Background: an optimization exercise with open tools, aiming at small area, a short achievable clock period and few clock cycles. Do not read the settings as production practice.
At most, simulation tests tie the RTL to the original design; equivalence was not proved.
Power and IR drop assume default switching activity.

## main
// qc_fsm_complex
module qc_fsm_complex #(
  parameter int unsigned N    = 3,
  parameter int unsigned W    = 16,
  parameter int unsigned FRAC = W - 2
) (
  input  logic         clk,
  input  logic         reset,
  input  logic         load_ready,
  input  logic [W-1:0] load_data,
  input  logic         new_gate,
  output logic [W-1:0] send_data,
  output logic         busy,
  output logic         done,
  output logic         sat
);
==> flow/config.mk <==
export PLATFORM = sky130hd
export DESIGN_NAME = qc_fsm_complex
export DESIGN_NICKNAME = qc_fsm_complex
export VERILOG_FILES = /design/flow/design.v
export SDC_FILE = /design/flow/constraint.sdc
export NUM_CORES = 4
export LEC_CHECK = 0
export CAP_MARGIN = 20
export CORE_MARGIN = 2
export CORE_UTILIZATION = 70
export CTS_BUF_LIST = sky130_fd_sc_hd__clkbuf_16
export CTS_CLUSTER_DIAMETER = 90
export CTS_CLUSTER_SIZE = 24
export PLACE_DENSITY = 0.75
export SLEW_MARGIN = 20
==> flow/constraint.sdc <==
create_clock -name core_clock -period 12.5 [get_ports {clk}]
set_input_delay 2.5000 -clock core_clock [delete_from_list [all_inputs] [get_ports {clk}]]
set_output_delay 2.5000 -clock core_clock [all_outputs]
set_load 0.01 [all_outputs]
standard.sh (not shown) runs the stock make flow with config.mk's settings and CLKGATE_MAP_FILE= SYNTH_SCRIPT=/design/flow/synth_recipe.tcl, a recipe that flattens the netlist after the stock synthesis.
==> flow/flow/run.sh <==
#!/bin/bash
# The standard layout (standard.sh: standard synthesis, floorplan, place, CTS, route),
# with two changes to how it is made: the port buffers are buf_4 cells instead of the
# resizer's default pick (a delay cell), and timing repair aims at a setup slack margin
# well past zero, so that the layout runs faster than the clock period asks for.
# The clock period, SDC and all other settings are the standard flow's.
set -euo pipefail
cd "$(dirname "$0")/.."
export BUFFER_PORTS_ARGS="-buffer_cell sky130_fd_sc_hd__buf_4"
export SETUP_SLACK_MARGIN="${QC_SETUP_MARGIN:-8.9}"
export TNS_END_PERCENT=100
bash standard.sh > make_standard.log 2>&1
The following lists how the feature branch was set up differently from main:
--- a/flow/design.v
+++ b/flow/design.v
@@ -28,30 +28,29 @@
   logic            lastw_q;       
   logic            done_q, sat_q;
   logic            part, row_last;
   assign part     = cnt_q[0];
   assign row_last = &cnt_q[2*N:N+1];
   assign cap = load_ready & ~wait_ack_q;
-  logic wpart_q, wfirst_q, wlast_q, wrow7_q;
+  logic wfirst_q, wlast_q, wrow7_q;
   logic a0_q, a1_q;
   logic r_q;
   logic [W-1:0]       x_q;
   logic [ND-1:0]      one_q, two_q, neg_q;
   logic [2*W-1:0]     pcs_s_q, pcs_c_q;
   logic [AccW-1:0]    acc_a_q, acc_b_q;    
   logic [W-1:0]       send_q;
   logic [2*W-1:0]     s_q [Max];      
   logic [2*W-1:0]     o_q [Max-1];
   logic [2*W-1:0] m_s, m_c;
   qc_mul_cs u_mul (.x(x_q), .one(one_q), .two(two_q), .neg(neg_q), .s(m_s), .c(m_c));
-  logic          y_re, y_neg, y_ld;
+  logic          y_re, y_neg;
   logic [W-1:0]  y;
   logic [ND-1:0] y_one, y_two, y_negd;
-  assign y_ld  = cap_q | ph1_q;
-  assign y_re  = ph_load_q | (cap_q ? part : wpart_q);
-  assign y_neg = ~cap_q & ~wpart_q;
+  assign y_re  = cap_q ? part : ~part;
+  assign y_neg = ~cap_q & part;
   assign y     = y_re ? s_q[0][W-1:0] : s_q[0][2*W-1:W];
   always_comb begin
     for (int i = 0; i < ND; i++) begin
       logic b2, b1, b0;
       b2 = y[2*i+1];
       b1 = y[2*i];
@@ -137,22 +136,19 @@
     if (cap && ph_send_q) send_q <= part ? s_q[0][2*W-1:W] : s_q[0][W-1:0];
     if (cap_q && ph_load_q && cnt_q[N:0] == '0) sat_q <= 1'b0;
     else if (r_q) sat_q <= sat_q | ovf_re | ovf_im;
     ng_q <= new_gate;
     if (!wait_ack_q) x_q <= load_data;
     if (cap_q) begin
-      wpart_q  <= part;
       wfirst_q <= (cnt_q[N:0] == '0);
       wlast_q  <= (cnt_q[N:0] == (N+1)'(2 * Max - 1));
       wrow7_q  <= row_last;
     end
-    if (y_ld) begin
-      one_q <= y_one;
-      two_q <= y_two;
-      neg_q <= y_negd;
-    end
+    one_q <= y_one;
+    two_q <= y_two;
+    neg_q <= y_negd;
     pcs_s_q <= m_s;
     pcs_c_q <= m_c;
     if (a0_q | a1_q) begin
       acc_a_q <= acc_b_q;
       acc_b_q <= acc_sum;
     end
### Flow results
- | highest cell delay on the worst timing path | lower: the feature branch |
- After detailed routing, main needs more wire than the feature branch.
- The feature branch ended with less multiplexer fraction of the synthesized cell area than main.
- Total via count after detailed routing, the feature branch vs main: down by a few percent
- Comparing switching power for main and the feature branch, the smaller number came from main.
- The feature branch ends up with a worst setup slack that is 0.036 ns higher than in main.
- In the reports for main and the feature branch, the smaller synthesized area belongs to the feature branch.
- Slew of the pin with the lowest slew margin: the feature branch < main
- The feature branch against main: routability congestion estimate from global placement grew by 0.85%; global-route track usage on met3 has increased; area of the core region has decreased.
- The feature branch vs main — count of clock-buffer cells in the layout climbed by a few percent
Testbench counts of the feature branch, summed over its fixed seeds: cycles 66,240.
No functional check of the RTL was part of main.

==> static timing again, ports no longer ideal <==
No port has a modelled driver above. Below, the same layouts with a new extraction and two added sets of constraints. Step 1 assumes that a clkbuf_16 drives the clock port and a buf_2 every other input. Step 2 also shifts input and output timing later by t, the mid clock arrival at the registers, as if the neighbouring blocks saw the same clock. Three values: ideal ports, drivers, drivers and shift; two values: the first two.
run	t (ns)	slack for setup (ns)	worst slew at a driven data input, ns
main	0.632	8.852 / 8.794 / 8.642	0.04
the feature branch	0.629	8.888 / 8.829 / 8.689	0.04
After both steps setup and hold are still met in every run listed. For main, which loses most, drivers alone change the setup slack by -0.058 ns; drivers and shift together by -0.210 ns.
